Context: an optimization exercise on an open-source flow, tuned for small area, a short achievable clock period and few clock cycles per item. The choices shown serve that exercise and are no tape-out recipe.
Function was checked by simulation only, so behaviour that the tests miss may differ from the original.
Power and IR drop assume default switching activity.

==> v30: inputs <==
Design chebyshev_clenshaw_evaluator_top, start of the top module:
module chebyshev_clenshaw_evaluator_top #(
    parameter int MAX_TERMS = cce_pkg::MAX_TERMS_DEF,
    parameter int NRING     = 1
) (
    input  wire logic                                aclk,
    input  wire logic                                aresetn,
    input  wire logic                                cfg_valid,
    output logic                                     cfg_ready,
    input  wire logic [cce_pkg::DEG_W-1:0]           cfg_data,
    input  wire logic                                s_valid,
    output logic                                     s_ready,
    input  wire logic [cce_pkg::KIND_W-1:0]          s_kind,
    input  wire logic [cce_pkg::INDEX_W-1:0]         s_coeff_index,
    input  wire logic signed [cce_pkg::COEFF_W-1:0]  s_coeff_value,
    input  wire logic signed [cce_pkg::POINT_W-1:0]  s_point,
    output logic                                     m_valid,
    input  wire logic                                m_ready,
    output logic signed [cce_pkg::ACC_W-1:0]         m_value,
    output logic                                     m_saturated
);
Settings: LEC_CHECK=0, ABC_CLOCK_PERIOD_IN_PS=3000, CAP_MARGIN=20, CORE_MARGIN=2, CORE_UTILIZATION=40, SLEW_MARGIN=20; clock period 11.0 ns.
standard.sh (not shown) runs the stock make flow with config.mk's settings and CLKGATE_MAP_FILE= SYNTH_SCRIPT=/design/flow/synth_recipe.tcl, a recipe that flattens the netlist after the stock synthesis.
==> flow/flow/run.sh <==
#!/bin/bash
set -euo pipefail
MARGIN=${MARGIN:-7}
bash standard.sh finish \
  "SETUP_SLACK_MARGIN=${MARGIN}" \
  "BUFFER_PORTS_ARGS=-buffer_cell sky130_fd_sc_hd__buf_4" \
  > standard_make.log 2>&1
==> inputs of v15, as changes to v30 <==
--- a/flow/design.v
+++ b/flow/design.v
@@ -863,11 +863,10 @@
     output logic [cce_pkg::INDEX_W-1:0]             rd_addr,
     input  wire logic [cce_pkg::COEFF_W-1:0]        rd_data,
     input  wire logic                               rd_top,     
     input  wire logic [cce_pkg::INDEX_W-1:0]        top_addr,   
     input  wire logic [cce_pkg::INDEX_W-1:0]        ins_addr,   
-    input  wire logic                               ins_last,   
     input  wire logic                               deliver,
     input  wire logic                               ins,
     input  wire logic [TAG_W-1:0]                   ins_tag,
     input  wire logic [cce_pkg::BTH_W-1:0]          ins_bth,
     input  wire logic [cce_pkg::COEFF_W-1:0]        ins_b       
@@ -883,31 +882,31 @@
     logic [BW-1:0]    bth1_reg;
     logic [AW-1:0]    b1_reg;
     logic [DW-1:0]    dd1_reg;
     logic [3:0]       rda1_reg;       
     logic             rds1_reg;       
-    logic             lst1_reg;       
     logic             mid2_reg;       
     logic             fin2_reg;       
     logic             park2_reg;      
     logic [3:0]       k2_reg;
     logic             f2_reg;
     logic [TAG_W-1:0] g2_reg;
     logic [BW-1:0]    bth2_reg;
     logic [AW-1:0]    b2_reg;
     logic [cce_pkg::COEFF_W-1:0] c2_reg;
     logic             rds2_reg;
-    logic             lst2_reg;
     logic [RW-1:0]    ra2_reg;
     logic [RW-1:0]    rb2_reg;
     logic [RW-1:0] ra_n, rb_n;
+    logic [DW-1:0] dd_row;
+    assign dd_row = (k1_reg == 4'd0) ? {dd1_reg[DW-2:0], 1'b0} : dd1_reg;
     cce_step_unit u_step (
         .one (bth1_reg[7:0]),
         .two (bth1_reg[15:8]),
         .neg (bth1_reg[23:16]),
         .b   (b1_reg),
-        .dd  (dd1_reg),
+        .dd  (dd_row),
         .ra  (ra_n),
         .rb  (rb_n)
     );
     assign rd_addr = rda1_reg;
     logic [RW-1:0]  s;
@@ -924,16 +923,12 @@
         last_value = s[45:14];
         if (last_clip) begin
             last_value = s[47] ? cce_pkg::ACC_MIN : cce_pkg::ACC_MAX;
         end
     end
-    logic [DW-1:0] x, y, dd_n;
-    assign x    = lst2_reg ? {DW'(signed'(c2_reg)), 1'b0} : DW'(signed'(c2_reg));
-    assign y    = rds2_reg ? (lst2_reg ? {b2_reg[AW-1], b2_reg[AW-1], b2_reg, 1'b0}
-                                       : {{3{b2_reg[AW-1]}}, b2_reg})
-                           : '0;
-    assign dd_n = x - y;
+    logic [DW-1:0] dd_n;
+    assign dd_n = DW'(signed'(c2_reg)) - (rds2_reg ? DW'(signed'(b2_reg)) : '0);
     logic park2, park_now;
     assign mid2     = mid2_reg;
     assign fin2     = fin2_reg;
     assign park2    = park2_reg;
     assign idle2    = !(mid2 || fin2 || park2);
@@ -952,11 +947,10 @@
         g2_reg    <= g1_reg;
         bth2_reg  <= bth1_reg;
         b2_reg    <= b1_reg;
         c2_reg    <= rd_data;
         rds2_reg  <= rds1_reg;
-        lst2_reg  <= lst1_reg;
         ra2_reg   <= ra_n;
         rb2_reg   <= rb_n;
         if (mid2) begin
             st1_reg <= cce_pkg::LN_RUN;
         end else if (park_now) begin
@@ -969,19 +963,16 @@
         k1_reg   <= mid2 ? (k2_reg - 4'd1) : ins_addr;
         bth1_reg <= mid2 ? bth2_reg : ins_bth;
         dd1_reg  <= dd_n;
         if (mid2 && (k2_reg != 4'd1)) begin
             rds1_reg <= 1'b1;
-            lst1_reg <= (k2_reg == 4'd2);
             rda1_reg <= k2_reg - 4'd2;
         end else if (!mid2 && ins && (ins_addr != 4'd0)) begin
             rds1_reg <= 1'b1;
-            lst1_reg <= (ins_addr == 4'd1);
             rda1_reg <= ins_addr - 4'd1;
         end else begin
             rds1_reg <= 1'b0;
-            lst1_reg <= ins_last;
             rda1_reg <= ins_addr;
         end
         if (rd_top) begin
             rda1_reg <= top_addr;
         end
@@ -998,11 +989,11 @@
 endmodule
 `default_nettype wire
 `default_nettype none
 module chebyshev_clenshaw_evaluator_top #(
     parameter int MAX_TERMS = cce_pkg::MAX_TERMS_DEF,
-    parameter int NRING     = 1
+    parameter int NRING     = 2
 ) (
     input  wire logic                                aclk,
     input  wire logic                                aresetn,
     input  wire logic                                cfg_valid,
     output logic                                     cfg_ready,
@@ -1057,26 +1048,32 @@
     logic [NR-1:0][TW-1:0]  tag2;
     logic [NR-1:0][AW-1:0]  res_val;
     logic [NR-1:0]          res_sat;
     logic [NR-1:0][3:0]     rd_addr;
     logic [NR-1:0][CW-1:0]  rd_data;
-    logic [NR-1:0]          deliver_r, free_r, ins_r;
+    logic [NR-1:0]          deliver_r, free_r, can_r, ins_r;
+    logic [NR-1:0]          ins_d_reg;      
+    logic [NR-1:0][CW-1:0]  rdd_reg;        
     logic [3:0] ins_addr;
-    logic       ins_last;
     assign ins_addr = (degree_reg == 4'd0) ? 4'd0 : degree_reg - 4'd1;
-    assign ins_last = (degree_reg <= 4'd1);
     logic ins_any, ld, deliver;
     assign ld      = req_v && (req_kind == cce_pkg::KIND_LOAD) && !(|reads);
-    assign ins_any = req_v && (req_kind == cce_pkg::KIND_EVAL) && (|free_r) && !blk1_reg && !blk2_reg;
+    assign ins_any = req_v && (req_kind == cce_pkg::KIND_EVAL) && (|can_r);
     assign deliver = |deliver_r;
     for (genvar r = 0; r < NR; r++) begin : g_ring
         assign deliver_r[r] = done2[r] && (tag2[r] == del_cnt_reg) && (!out_v_reg || m_ready);
         assign free_r[r]    = idle2[r] || (fin2[r] && deliver_r[r]);
         if (r == 0) begin : g_first
-            assign ins_r[r] = ins_any && free_r[r];
+            assign can_r[r] = free_r[r] && !blk1_reg && !blk2_reg;
         end else begin : g_next
-            assign ins_r[r] = ins_any && free_r[r] && !(|free_r[r-1:0]);
+            assign can_r[r] = free_r[r] && ins_d_reg[r-1];
+            assign rd_data[r] = rdd_reg[r-1];
+        end
+        if (r == NR - 1) begin : g_top
+            assign ins_r[r] = ins_any && can_r[r];
+        end else begin : g_low
+            assign ins_r[r] = ins_any && can_r[r] && !(|can_r[NR-1:r+1]);
         end
         cce_seq #(
             .TAG_W (TW)
         ) u_ring (
             .aclk     (aclk),
@@ -1092,11 +1089,10 @@
             .rd_addr  (rd_addr[r]),
             .rd_data  (rd_data[r]),
             .rd_top   ((r == 0) && cfg_valid),
             .top_addr (cfg_data),
             .ins_addr (ins_addr),
-            .ins_last (ins_last),
             .deliver  (deliver_r[r]),
             .ins      (ins_r[r]),
             .ins_tag  (ins_cnt_reg),
             .ins_bth  (req_bth),
             .ins_b    (ctop_reg)
@@ -1113,19 +1109,19 @@
                 dlv_sat = res_sat[r];
             end
         end
     end
     cce_coeff_store #(
-        .NRD (NR)
+        .NRD (1)
     ) u_store (
         .aclk     (aclk),
         .aresetn  (aresetn),
         .wr_en    (ldq_v_reg),
         .wr_index (ldq_idx_reg),
         .wr_data  (ldq_val_reg),
-        .rd_addr  (rd_addr),
-        .rd_data  (rd_data)
+        .rd_addr  (rd_addr[0]),
+        .rd_data  (rd_data[0])
     );
     assign s_ready   = s_ready_reg;
     assign cfg_ready = 1'b1;
     always_ff @(posedge aclk) begin
         if (ins_any) begin
@@ -1135,10 +1131,12 @@
             del_cnt_reg <= del_cnt_reg + 1'b1;
             out_val_reg <= dlv_val;
             out_sat_reg <= dlv_sat;
         end
         out_v_reg <= deliver || (out_v_reg && !m_ready);
+        ins_d_reg <= ins_r;
+        rdd_reg   <= rd_data;
         if (!buf_v_reg) begin
             buf_kind_reg <= s_kind;
             buf_idx_reg  <= s_coeff_index;
             buf_val_reg  <= (s_kind == cce_pkg::KIND_EVAL) ? CW'(s_point) : s_coeff_value;
         end
@@ -1158,10 +1156,11 @@
         dirty_reg <= cfg_valid;
         blk1_reg  <= cfg_valid || ld;
         blk2_reg  <= blk1_reg;
         if (!aresetn) begin
             ins_cnt_reg <= '0;
+            ins_d_reg   <= '0;
             del_cnt_reg <= '0;
             out_v_reg   <= 1'b0;
             buf_v_reg   <= 1'b0;
             s_ready_reg <= 1'b1;
             ldq_v_reg   <= 1'b0;
==> flow/flow/run.sh (replaced) <==
#!/bin/bash
set -euo pipefail
MARGIN=${MARGIN:-7.3}
bash standard.sh finish \
  "SETUP_SLACK_MARGIN=${MARGIN}" \
  "BUFFER_PORTS_ARGS=-buffer_cell sky130_fd_sc_hd__buf_4" \
  > standard_make.log 2>&1
==> comparison <==
Against v15, the sequential power of v30 is lower by about 36%.
Sequential share of layout area: v30 is higher than v15 (6.3 points).
Between v15 and v30, the lower global-route usage is in v30 (gap 2.7 points).
Between v15 and v30, the lower via count is in v30 (gap about 66%, measured against v30).
Between v30 and v15, the lower count of clock-buffer cells in the layout is in v30 (gap 38).
Of v30 and v15, v15 has the higher routed wire length (gap about 43%, measured against v15).
Testbench counts of v30, summed over its fixed seeds: cycles 39,168, items 4,096.
Testbench counts of v15, summed over its fixed seeds: cycles 20,480, items 4,096.

static timing again, ports no longer ideal:
Ports are ideal in the flow. The routed layouts listed here were re-timed in OpenROAD. Step 1 sets driving cells, clkbuf_16 on the clock port and buf_2 on the other inputs (assumed; they add their load-dependent delay and slew). Step 2 adds t to the input delays and takes it off the output delays; t is the mean of the earliest and latest rising clock arrival at the registers after step 1. Input paths then give back, and output paths get back, about the clock's delay inside the block. a / b / c = no drivers / after step 1 / after step 2; a / b = the first two.
run	shift t [ns]	slack for setup (ns)	latest minus earliest clock arrival (ns)	worst data-port slew with drivers (ns)
v30	0.682	7.062 / 7.062 / 6.552	0.019 / 0.018	0.06
v15	0.804	7.180 / 7.153 / 6.396	0.079 / 0.079	0.05
After both steps every run listed still meets setup and hold. The setup slack of v15, which loses most, moves by -0.027 ns with the drivers and by -0.784 ns with both steps.
